Context: an optimization exercise on an open-source flow, tuned for small area and a short achievable clock period. The choices shown serve that exercise and are no tape-out recipe. In this exercise RTL edits were held to simulation tests only and were not proved equivalent to the original. No activity file was given, so power comes from the tool's default toggle rates.

## design.v

```verilog
`timescale 1ns/1ps
package rv_pkg;
    localparam int XLEN     = 32;
    localparam int NUM_REGS = 32;
    localparam logic [6:0] OPC_LUI    = 7'b0110111;
    localparam logic [6:0] OPC_OP_IMM = 7'b0010011;
    localparam logic [6:0] OPC_OP     = 7'b0110011;
    localparam logic [6:0] OPC_STORE  = 7'b0100011;
endpackage
`timescale 1ns/1ps
module gpr_file (
    input  logic        clk,
    input  logic [4:0]  i_rs1_addr,
    input  logic [4:0]  i_rs2_addr,
    output logic [31:0] o_rs1_data,
    output logic [31:0] o_rs2_data,
    input  logic        i_wr_en,
    input  logic [4:0]  i_wr_addr,
    input  logic [31:0] i_wr_data
);
    logic [31:0] regs [1:31];
    always_ff @(posedge clk) begin
        for (int i = 1; i < 32; i++) begin
            if (i_wr_en && i_wr_addr == 5'(i)) regs[i] <= i_wr_data;
        end
    end
    logic [31:1] sel1, sel2;
    always_comb begin
        for (int i = 1; i < 32; i++) begin
            sel1[i] = (i_rs1_addr == 5'(i));
            sel2[i] = (i_rs2_addr == 5'(i));
        end
        o_rs1_data = 32'd0;
        o_rs2_data = 32'd0;
        for (int i = 1; i < 32; i++) begin
            o_rs1_data = o_rs1_data | ({32{sel1[i]}} & regs[i]);
            o_rs2_data = o_rs2_data | ({32{sel2[i]}} & regs[i]);
        end
    end
endmodule
`timescale 1ns/1ps
`timescale 1ns/1ps
`timescale 1ns/1ps
`timescale 1ns/1ps
module rv_core (
    input  logic        clk,
    input  logic        rst_n,
    input  logic [31:0] i_insn,
    output logic [31:0] o_pc,
    input  logic        i_fetch_halt,
    output logic        o_dmem_wr_en,
    output logic [31:0] o_dmem_addr,
    output logic [31:0] o_dmem_wr_data
);
    logic        stall;
    assign stall = i_fetch_halt;
    logic [29:0] pc_q;
    logic        f_valid;
    logic [31:0] insn_q;
    always_ff @(posedge clk) begin
        if (!rst_n) begin
            pc_q    <= 30'd0;
            f_valid <= 1'b0;
        end else if (!stall) begin
            pc_q    <= pc_q + 30'd1;
            f_valid <= 1'b1;
        end
    end
    always_ff @(posedge clk) begin
        if (!stall) insn_q <= i_insn;
    end
    assign o_pc = {pc_q, 2'b00};
    logic [6:0]  opcode;
    logic [2:0]  funct3;
    logic [6:0]  funct7;
    logic [4:0]  rs1;
    logic [4:0]  rs2;
    logic [4:0]  rd;
    logic        is_lui, is_opi, is_op, is_sw, alu_ok;
    logic        d_wr, d_st, d_neg, d_arith;
    logic [31:0] imm;
    logic [31:0] rf1, rf2, rs2v;
    logic        x_wr;
    logic [4:0]  x_rd;
    logic [31:0] alu_res;
    assign opcode = insn_q[6:0];
    assign funct3 = insn_q[14:12];
    assign funct7 = insn_q[31:25];
    assign rs1    = insn_q[19:15];
    assign rs2    = insn_q[24:20];
    assign rd     = insn_q[11:7];
    assign is_lui = (opcode == rv_pkg::OPC_LUI);
    assign is_opi = (opcode == rv_pkg::OPC_OP_IMM);
    assign is_op  = (opcode == rv_pkg::OPC_OP);
    assign is_sw  = (opcode == rv_pkg::OPC_STORE) && (funct3 == 3'b010);
    always_comb begin
        if (is_op) begin
            alu_ok = (funct7 == 7'b0) ||
                     (funct7 == 7'b0100000 && (funct3 == 3'b000 || funct3 == 3'b101));
        end else if (funct3 == 3'b001) begin
            alu_ok = (funct7 == 7'b0);
        end else if (funct3 == 3'b101) begin
            alu_ok = (funct7 == 7'b0) || (funct7 == 7'b0100000);
        end else begin
            alu_ok = 1'b1;
        end
    end
    assign d_wr    = f_valid && (rd != 5'd0) && (is_lui || ((is_opi || is_op) && alu_ok));
    assign d_st    = f_valid && is_sw;
    assign d_neg   = (is_opi || is_op) &&
                     (funct3 == 3'b010 || funct3 == 3'b011 || (is_op && funct3 == 3'b000 && funct7[5]));
    assign d_arith = funct7[5];
    always_comb begin
        if (is_lui)      imm = {insn_q[31:12], 12'b0};
        else if (is_opi) imm = {{20{insn_q[31]}}, insn_q[31:20]};
        else             imm = {{20{insn_q[31]}}, insn_q[31:25], insn_q[11:7]};
    end
    gpr_file u_gpr_file (
        .clk        (clk),
        .i_rs1_addr (rs1),
        .i_rs2_addr (rs2),
        .o_rs1_data (rf1),
        .o_rs2_data (rf2),
        .i_wr_en    (x_wr),
        .i_wr_addr  (x_rd),
        .i_wr_data  (alu_res)
    );
    assign rs2v = (x_wr && x_rd == rs2) ? alu_res : rf2;
    logic        d_s_add, d_s_lt, d_s_shr, d_s_shl, d_s_xor, d_s_or, d_s_and, d_u;
    logic [31:0] a_next, b_next;
    assign d_s_add = !(is_opi || is_op) || (funct3 == 3'b000);
    assign d_s_shl = (is_opi || is_op) && (funct3 == 3'b001);
    assign d_s_lt  = (is_opi || is_op) && (funct3 == 3'b010 || funct3 == 3'b011);
    assign d_u     = (funct3 == 3'b011);
    assign d_s_xor = (is_opi || is_op) && (funct3 == 3'b100);
    assign d_s_shr = (is_opi || is_op) && (funct3 == 3'b101);
    assign d_s_or  = (is_opi || is_op) && (funct3 == 3'b110);
    assign d_s_and = (is_opi || is_op) && (funct3 == 3'b111);
    always_comb begin
        if (is_lui)                    a_next = 32'd0;
        else if (x_wr && x_rd == rs1)  a_next = alu_res;
        else                           a_next = rf1;
        if (is_op && x_wr && x_rd == rs2) b_next = alu_res ^ {32{d_neg}};
        else                              b_next = (is_op ? rf2 : imm) ^ {32{d_neg}};
    end
    logic        x_st, x_neg, x_arith, x_u;
    logic        x_s_add, x_s_lt, x_s_shr, x_s_shl, x_s_xor, x_s_or, x_s_and;
    logic [31:0] x_a, x_b, x_sd;
    always_ff @(posedge clk) begin
        if (!rst_n) begin
            x_wr <= 1'b0;
            x_st <= 1'b0;
        end else if (!stall) begin
            x_wr <= d_wr;
            x_st <= d_st;
        end
    end
    always_ff @(posedge clk) begin
        if (!stall) begin
            x_rd    <= rd;
            x_neg   <= d_neg;
            x_arith <= d_arith;
            x_u     <= d_u;
            x_s_add <= d_s_add;
            x_s_lt  <= d_s_lt;
            x_s_shr <= d_s_shr;
            x_s_shl <= d_s_shl;
            x_s_xor <= d_s_xor;
            x_s_or  <= d_s_or;
            x_s_and <= d_s_and;
            x_a     <= a_next;
            x_b     <= b_next;
            x_sd    <= rs2v;
        end
    end
    logic [33:0] sum34;
    logic [31:0] sum, shr, shl;
    logic        ea, eb, lt;
    assign ea    = x_u ? 1'b0 : x_a[31];
    assign eb    = x_u ? 1'b1 : x_b[31];
    assign sum34 = {ea, x_a, 1'b1} + {eb, x_b, x_neg};
    assign sum   = sum34[32:1];
    assign lt    = sum34[33];
    assign shr   = 32'($signed({x_arith && x_a[31], x_a}) >>> x_b[4:0]);
    assign shl   = x_a << x_b[4:0];
    assign alu_res = ({32{x_s_add}} & sum)
                   | ({32{x_s_shr}} & shr)
                   | ({32{x_s_shl}} & shl)
                   | {31'd0, x_s_lt & lt}
                   | ({32{x_s_xor}} & (x_a ^ x_b))
                   | ({32{x_s_or}}  & (x_a | x_b))
                   | ({32{x_s_and}} & (x_a & x_b));
    logic        m_st;
    logic [31:0] m_addr, m_sd;
    always_ff @(posedge clk) begin
        if (!rst_n)      m_st <= 1'b0;
        else if (!stall) m_st <= x_st;
    end
    always_ff @(posedge clk) begin
        if (!stall) begin
            m_addr <= sum;
            m_sd   <= x_sd;
        end
    end
    assign o_dmem_wr_en   = m_st && !stall;
    assign o_dmem_addr    = m_addr;
    assign o_dmem_wr_data = m_sd;
endmodule
```

## constraint.sdc

```tcl
create_clock -name core_clock -period 6.0 [get_ports {clk}]
set_input_delay 1.2000 -clock core_clock [delete_from_list [all_inputs] [get_ports {clk}]]
set_output_delay 1.2000 -clock core_clock [all_outputs]
set_load 0.01 [all_outputs]
```

## run.sh

```bash
#!/bin/bash
# synth_recipe.tcl (not shown) runs the flow's synth.tcl, then flattens the netlist and writes it again
# the make line also repeats each setting of config.mk as NAME=value (left out here)
make -C /OpenROAD-flow-scripts/flow DESIGN_CONFIG=/design/flow/config.mk WORK_HOME=/design/flow/orfs CLKGATE_MAP_FILE= SYNTH_SCRIPT=/design/flow/synth_recipe.tcl finish
```

## config.mk

```make
export PLATFORM = sky130hd
export DESIGN_NAME = rv_core
export DESIGN_NICKNAME = rv_core
export VERILOG_FILES = /design/flow/design.v
export SDC_FILE = /design/flow/constraint.sdc
export NUM_CORES = 4
export LEC_CHECK = 0
export CAP_MARGIN = 20
export CORE_MARGIN = 2
export CORE_UTILIZATION = 50
export SETUP_SLACK_MARGIN = 2.4
export SLEW_MARGIN = 20
```

==> summary.md, run 1 <==
| Metric | Value |
|---|---|
| Outcome | `finished clean` |
| Seq/Total Area, Yosys | `63.4%` |
| Worst-path fanout max | `11` |
| Critical path endpoint category | `flop` |
| Peak supply drop | `299 uV` |
| Core ar. | `0.115 mm^2` |
| Pins Over Slew Limit | `0` |
| Layout Cell Area excl Fill | `0.0720 mm^2` |
| Lkg Pwr | `0.0247 uW` |
| DP HPWL | `172 mm` |
| Hold EP | `m_sd[14]$_DFFE_PN_` |
| Vias in the first global route | `47600` |
| Total CTS buffers | `132` |
| DRC | `0` |
| Final clock skew | `0.0318 ns` |
| Wirelength, routed | `307 mm` |
| Slew margin rel. | `15.9%` |
| Post-synth EDFFs | `1199` |
| # hold bufs at CTS | `0` |
| Setup TNS | `0 ns` |
| CTS tree | `yes` |
| Post-Syn Instances | `4417` |
| Die H | `344 um` |
| Fin crit period | `3.81 ns` |
| Row cnt | `124` |
| Total number of yosys warnings | `3` |
| Commonest cells after routing, fill and taps aside | `1199 x edfxtp_1, 554 x a22oi_1, 456 x buf_4` |
| Initial Utilization | `50.5%` |
| Crit start category | `flop` |
| Synth-to-Final Area Change | `24.4%` |
| Tcrit/Tclk final | `63.5%` |
| Worst hold path depth | `0` |
| Vias per cell | `8.13` |
| Yosys reg bits | `1233` |
| R2r worst-path depth | `8` |
| Nets | `5015` |
| First drt pass iteration count | `15` |
| Clk sinks | `1233` |
| R2R Path Start | `insn_q[19]$_DFFE_PN_` |
| Avg Inst Size Synth | `13.1 um^2` |
| Setup Viol. Count Final | `0` |
| Setup repair after global routing missed its margin | `true` |
| Mapped Area | `0.0579 mm^2` |
| Power per cell area | `335 mW/mm^2` |
| DR WL/cell | `46.9 um` |
| Yosys cell types | `84` |
| R2r setup slk | `2.19 ns` |
| Layout Cells excl Fill | `6550` |
| Ys flop type | `edfxtp_1` |
| Multi-input logic area | `0.0222 mm^2` |
| Chip width | `344 um` |
| DIE AREA | `0.118 mm^2` |
| Setup CP Type | `reg2reg` |
| Via count | `53200` |
| First-pass GRT wire length | `400 mm` |
| Overflow after GRT | `0` |
| GRT Util Overall | `50.2%` |
| Cells after DPL | `5949` |
| Post-placement cell area | `0.0626 mm^2` |
| Arrival time at the worst endpoint | `4.29 ns` |
| Data required time of the critical path | `6.48 ns` |
| Synth async-reset ratio | `0%` |
| H-Tree Depth | `4` |
| Reg clk slew, reported paths | `0.07 ns` |
| Num ports | `132` |
| Sequential cell area | `0.0367 mm^2` |
| Worst hold path class | `reg2reg` |
| Routability Congestion | `1.04` |
| Largest net degree at the start of global routing | `69` |
| Fmax | `263 MHz` |
| Min Hold Slack | `0.417 ns` |
| Root buffer cell | `clkbuf_16` |
| Final Hold Viols | `0` |
| Clock network latency to the later pin of the worst-skew pair | `0.80 ns` |
| # port buffers | `129` |
| Commonest non-fill, non-tap cell in the layout | `edfxtp_1` |
| # fillers | `8650` |
| Initial drt markers | `13700` |
| Initial antenna violation count | `23` |
| Share of cells above drive strength 1 | `23.7%` |
| Routed Antenna Nets | `0` |
| Reg2reg end | `x_a[13]$_SDFFCE_PP0N_` |
| Max-cap violation count | `0` |
| Hold Crit Start | `x_sd[14]$_DFFE_PN_` |
| Least-Margin Pin Slew | `1.26 ns` |
| Worst-case clock buffer depth | `3` |
-- routing by layer --
metal / vias to the layer above / part of all wire, % / wire length (um) / global-route usage [%]
met5: - / 0.48 / 1480 / 6.21
met3: 2220 / 19 / 58800 / 29.7
met2: 6604 / 38 / 118000 / 67.0
li1: 19000 / - / - / -
met1: 25300 / 31 / 95500 / 57.9
met4: 48 / 11 / 33800 / 38.9
-- cells in the mapped netlist (90+ instances only) --
master    number  area (um^2)
edfxtp_1    1199        36000
a22oi_1      555         4170
nand2_1      304         1140
clkbuf_1     265          995
nor2_1       261          980
a221oi_1     188         1650
a22o_1       178         1560
a21oi_1      125          626
nand3_1      119          596
o21ai_0       98          490
nor3_1        95          475
nand4_1       90          563
-- flip-flops by register name, summed over array words and instances, names as in the netlist, 5 cells and up --
name / cells
x_a: 32
x_sd: 32
x_b: 32
pc_q: 30
u_gpr_file.regs: 992
insn_q: 32
m_sd: 32
m_addr: 32
x_rd: 5
-- critical path, stage by stage, from the launching register on --
cell and delay (ns):
edfxtp_1 0.58, nand3b_1 0.54, nor2_4 0.77, buf_4 0.45, a22o_1 0.21, a221oi_1 0.07
nand4_1 0.12, nor3_1 0.08, a221oi_1 0.65
-- per-stage QoR --
step           util, %  total power (uW)  setup WS [ns]
3_3_place_gp      54.7             14300           1.20
6_report          62.9             24100           2.19
5_1_grt           62.9             24400           2.25
3_5_place_dp      54.7             14300           1.20
4_1_cts           61.4             23300           2.20
2_1_floorplan        -             12500           1.18
-- area by class of cell --
type	instances	share of cell area, %
Clock inverter	79	1.12
Tap cell	1512	2.63
Timing Repair Buffer	676	8.94
Inverter	90	0.546
Timing Repair inverter	8	0.0834
Multi-Input combinational cell	2772	30.8
Antenna cell	20	0.0695
Clock buffer	160	4.88
Sequential cell	1233	50.9
-- report_power, final --
group / total (uW) / leakage (uW) / internal [uW] / switching [uW]
clock network: 8390 / 0.00212 / 4800 / 3590
logic: 5310 / 0.0115 / 1800 / 3510
registers: 10400 / 0.0112 / 10300 / 182
total: 24100 / 0.0247 / 16800 / 7290
-- repair_timing --
action / CTS / global route
gates resized for setup: 241 / 135
endpoints found under the setup margin: 997 / 453
gates cloned: 24 / 8
pin swaps: 104 / 69
buffers inserted: 198 / 109
-- worst max path at each step --
stage               slack, ns  cells after the start                   from                    end
floorplan                1.18                      2           i_fetch_halt    insn_q[0]$_DFFE_PN_
global placement         1.20                     12  x_a[22]$_SDFFCE_PP0N_      x_b[28]$_DFFE_PN_
detailed placement       1.20                     11       x_b[1]$_DFFE_PN_       x_b[6]$_DFFE_PN_
CTS                      2.20                     13       x_b[1]$_DFFE_PN_       x_b[4]$_DFFE_PN_
global route             2.25                     11       x_b[0]$_DFFE_PN_  x_a[21]$_SDFFCE_PP0N_
finish                   2.19                      8   insn_q[19]$_DFFE_PN_  x_a[13]$_SDFFCE_PP0N_
-- cell families after synthesis --
group                    count (synthesis)  share of synthesized area, %
AO/OA/AOI/OAI                         1404                          18.5
XOR/XNOR                                98                          1.48
adder cells (fa/ha/maj)                 67                          1.46
buffers and inverters                  425                          2.90
flip-flops                            1233                          63.4
multiplexers                           137                          3.69
other                                    1                       0.00648
AND/OR/NAND/NOR                       1052                          8.57
==> run 2: changes to the inputs <==
--- a/design.v
+++ b/design.v
@@ -141,6 +141,6 @@
         else if (x_wr && x_rd == rs1)  a_next = alu_res;
         else                           a_next = rf1;
-        if (is_op && x_wr && x_rd == rs2) b_next = alu_res ^ {32{d_neg}};
-        else                              b_next = (is_op ? rf2 : imm) ^ {32{d_neg}};
+        if (is_op && x_wr && x_rd == rs2) b_next = alu_res;
+        else                              b_next = is_op ? rf2 : imm;
     end
     logic        x_st, x_neg, x_arith, x_u;
@@ -175,9 +175,10 @@
     end
     logic [33:0] sum34;
-    logic [31:0] sum, shr, shl;
+    logic [31:0] sum, shr, shl, bn;
     logic        ea, eb, lt;
+    assign bn    = x_b ^ {32{x_neg}};
     assign ea    = x_u ? 1'b0 : x_a[31];
-    assign eb    = x_u ? 1'b1 : x_b[31];
-    assign sum34 = {ea, x_a, 1'b1} + {eb, x_b, x_neg};
+    assign eb    = x_u ? 1'b1 : bn[31];
+    assign sum34 = {ea, x_a, 1'b1} + {eb, bn, x_neg};
     assign sum   = sum34[32:1];
     assign lt    = sum34[33];
--- a/config.mk
+++ b/config.mk
@@ -8,5 +8,5 @@
 export CAP_MARGIN = 20
 export CORE_MARGIN = 2
-export CORE_UTILIZATION = 50
-export SETUP_SLACK_MARGIN = 2.4
+export CORE_UTILIZATION = 45
+export SETUP_SLACK_MARGIN = 2.3
 export SLEW_MARGIN = 20
==> summary.md, run 2 <==
| Metric | Value |
|---|---|
| Setup repair after global routing missed its margin | `true` |
| Vias per cell | `7.88` |
| Power per cell area | `343 mW/mm^2` |
| Arrival time at the worst endpoint | `4.48 ns` |
| Overflow after GRT | `0` |
| # port buffers | `129` |
| Largest net degree at the start of global routing | `131` |
| Final clock skew | `0.0500 ns` |
| Slew margin rel. | `13.8%` |
| Initial drt markers | `12300` |
| Die H | `363 um` |
| Worst-case clock buffer depth | `3` |
| Most common cell in the netlist | `edfxtp_1` |
| Setup Viol. Count Final | `0` |
| Tcrit/Tclk final | `65.9%` |
| Cell type with the largest total area after synthesis | `edfxtp_1` |
| Core ar. | `0.128 mm^2` |
| Outcome | `finished clean` |
| Yosys cell types | `78` |
| Top cells by area, synth | `edfxtp_1 62%, a22oi_1 8.0%, a221oi_1 2.6%` |
| Data required time of the critical path | `6.52 ns` |
| CTS tree | `yes` |
| Number of flip-flops in the largest register | `992` |
| Row cnt | `131` |
| First-pass GRT wire length | `393 mm` |
| Peak supply drop | `214 uV` |
| Seq/Total Area, Yosys | `63.2%` |
| DIE AREA | `0.132 mm^2` |
| Pins Over Slew Limit | `0` |
| Least-Margin Pin Slew | `1.29 ns` |
| Share of cells above drive strength 1 | `20.4%` |
| Gr busiest metal | `met2` |
| Clock network latency to the later pin of the worst-skew pair | `0.82 ns` |
| GRT Util Overall | `43.7%` |
| Worst hold path class | `reg2reg` |
| Mapped Area | `0.0581 mm^2` |
| Fmax | `253 MHz` |
| Num ports | `132` |
| Critical path endpoint category | `flop` |
| Fin crit period | `3.96 ns` |
| Via count | `50900` |
| Total number of yosys warnings | `3` |
| Hold Crit Start | `x_sd[9]$_DFFE_PN_` |
| Commonest cells after routing, fill and taps aside | `1199 x edfxtp_1, 616 x a22oi_1, 292 x buf_4` |
| GR Util met1 | `51.7%` |
| Total CTS buffers | `133` |
| Synth-to-Final Area Change | `21.5%` |
| Met2 usage | `59.9%` |
| Initial antenna violation count | `26` |
| Ys flop type | `edfxtp_1` |
| Sequential cell area | `0.0367 mm^2` |
| Biggest register | `u_gpr_file.regs` |
| DR WL/cell | `45.9 um` |
| Clk sinks | `1233` |
| Multi-input logic area | `0.0218 mm^2` |
| Lkg Pwr | `0.0235 uW` |
| Chip width | `363 um` |
| DRC | `0` |
| R2R Path Start | `x_neg$_DFFE_PN_` |
| Crit start category | `flop` |
| Post-Syn Instances | `4358` |
| Layout Cells excl Fill | `6460` |
| Vias in the first global route | `47100` |
| Max-cap violation count | `0` |
| Commonest non-fill, non-tap cell in the layout | `edfxtp_1` |
| Yosys reg bits | `1233` |
| Final Hold Viols | `0` |
| Post-synth top cells | `1199 x edfxtp_1, 616 x a22oi_1, 252 x nor2_1, 247 x clkbuf_1, 220 x nand2_1` |
| Avg Inst Size Synth | `13.3 um^2` |
| Root buffer cell | `clkbuf_16` |
| Met3 usage | `22.6%` |
| H-Tree Depth | `4` |
| Setup CP Type | `reg2reg` |
| Worst-path fanout max | `6` |
| Wirelength, routed | `296 mm` |
| # fillers | `10300` |
| Routed Antenna Nets | `0` |
| First drt pass iteration count | `16` |
| Routability Congestion | `0.999` |
| Synth async-reset ratio | `0%` |
| Yosys top cell area share | `62.0%` |
| Reg clk slew, reported paths | `0.06 ns` |
| Setup TNS | `0 ns` |
| Post-synth EDFFs | `1199` |
| Initial Utilization | `45.4%` |
| Cells after DPL | `6028` |
| DP HPWL | `168 mm` |
| Nets | `4823` |
| Worst setup startpoint | `x_neg$_DFFE_PN_` |
## run 2: layer usage
layer | wire length (um) | vias to the layer above | part of all wire, %
met5 | 813 | - | 0.27
met2 | 117000 | 5857 | 39
met4 | 29800 | 48 | 10
li1 | - | 18600 | -
met3 | 55100 | 1869 | 19
met1 | 93800 | 24600 | 32
## run 2: area by class of cell
class | count | area share, %
Timing Repair Buffer | 499 | 6.85
Multi-Input combinational cell | 2702 | 30.9
Tap cell | 1662 | 2.95
Antenna cell | 6 | 0.0213
Timing Repair inverter | 21 | 0.247
Sequential cell | 1233 | 52.0
Inverter | 100 | 0.685
Clock buffer | 157 | 4.96
Clock inverter | 80 | 1.37
## run 2: worst paths after layout
path | slack [ns] | end | depth (start not counted)
worst max-delay path | 2.04 | x_a[18]$_SDFFCE_PP0N_ | 17
worst min-delay path | 0.41 | m_sd[9]$_DFFE_PN_ | 0
worst max register to register | 2.04 | x_a[18]$_SDFFCE_PP0N_ | 17
worst min register to register | 0.41 | m_sd[9]$_DFFE_PN_ | 0
## run 2: stage by stage
stage                     utilization (%)  power, uW  worst slack (ns)  cell area (um^2)  hold WS (ns)
final                                55.2      24200              2.04             70500         0.414
after global routing                 55.2      24600              2.06             70500         0.418
after CTS                            54.1      23400              2.14             69200         0.410
after detailed placement             49.0      14400              1.07             62700         0.405
after global placement               49.0      14300              1.08             62600         0.401
after floorplan                         -      12600              1.19             58200         0.400
## run 2: worst max-delay path: stages (launching register included)
cell	delay, ns
edfxtp_1	0.43
buf_12	0.18
buf_12	0.15
xor2_1	0.17
ha_1	0.35
a21oi_2	0.09
buf_4	0.14
o21ai_2	0.06
a21oi_2	0.09
buf_4	0.15
nor3b_4	0.32
nor2_4	0.11
o31ai_4	0.35
nor4_4	0.07
a311oi_4	0.42
buf_6	0.24
a221oi_2	0.09
buf_4	0.24
## run 2: kinds of logic (layout without fill, tap and decap cells)
kind of cell | after synthesis | count (layout) | synth area share [%]
AOI/OAI and AO/OA | 1415 | 1421 | 18.5
DFF | 1233 | 1233 | 63.2
and+or+nand+nor | 953 | 953 | 7.94
buffers and inverters | 430 | 857 | 3.01
muxes | 127 | 127 | 3.76
xor gates and xnor gates | 101 | 101 | 1.52
adders and majority gates | 98 | 98 | 2.11
other | 1 | 8 | 0.00646
## run 2: repair_timing
action / CTS / global route
hold buffers: 0 / 0
endpoints found under the setup margin: 877 / 717
pin swaps: 61 / 59
setup buffers: 96 / 60
gates resized for setup: 219 / 150
gates cloned: 19 / 14
## run 2: power by group
group          total [uW]  internal [uW]  switching, uW
logic                5020           1750           3280
registers           10500          10300            231
clock network        8620           5010           3600
total               24200          17100           7110

-- separate check: timing with driven ports --
In the flow no input, the clock included, has a driving cell. The finished layouts below were timed again as built, in two steps. Step 1 sets driving cells, clkbuf_16 on the clock port and buf_2 on the other inputs (assumed; they add their load-dependent delay and slew). Step 2 times the ports against the registers' clock, not the clock port: input delays grow and output delays shrink by t, the midpoint of the rising clock arrivals with the driver on. a / b / c = ideal ports / drivers / drivers and shift; a / b = the first two.
| run | shift t [ns] | setup WS [ns] | worst hold slack (ns) | clock arrival spread, ns | pins driven straight from the clock port |
|---|---|---|---|---|---|
| run 1 | 0.857 | 2.191 / 2.191 / 2.073 | 0.417 / 0.417 / 0.417 | 0.032 / 0.032 | 1 |
| run 2 | 0.866 | 2.044 / 2.044 / 2.044 | 0.414 / 0.414 / 0.414 | 0.050 / 0.050 | 1 |
After both steps setup and hold are still met in every run listed. For run 1, which loses most, drivers alone change the setup slack by 0.000 ns; drivers and shift together by -0.118 ns.
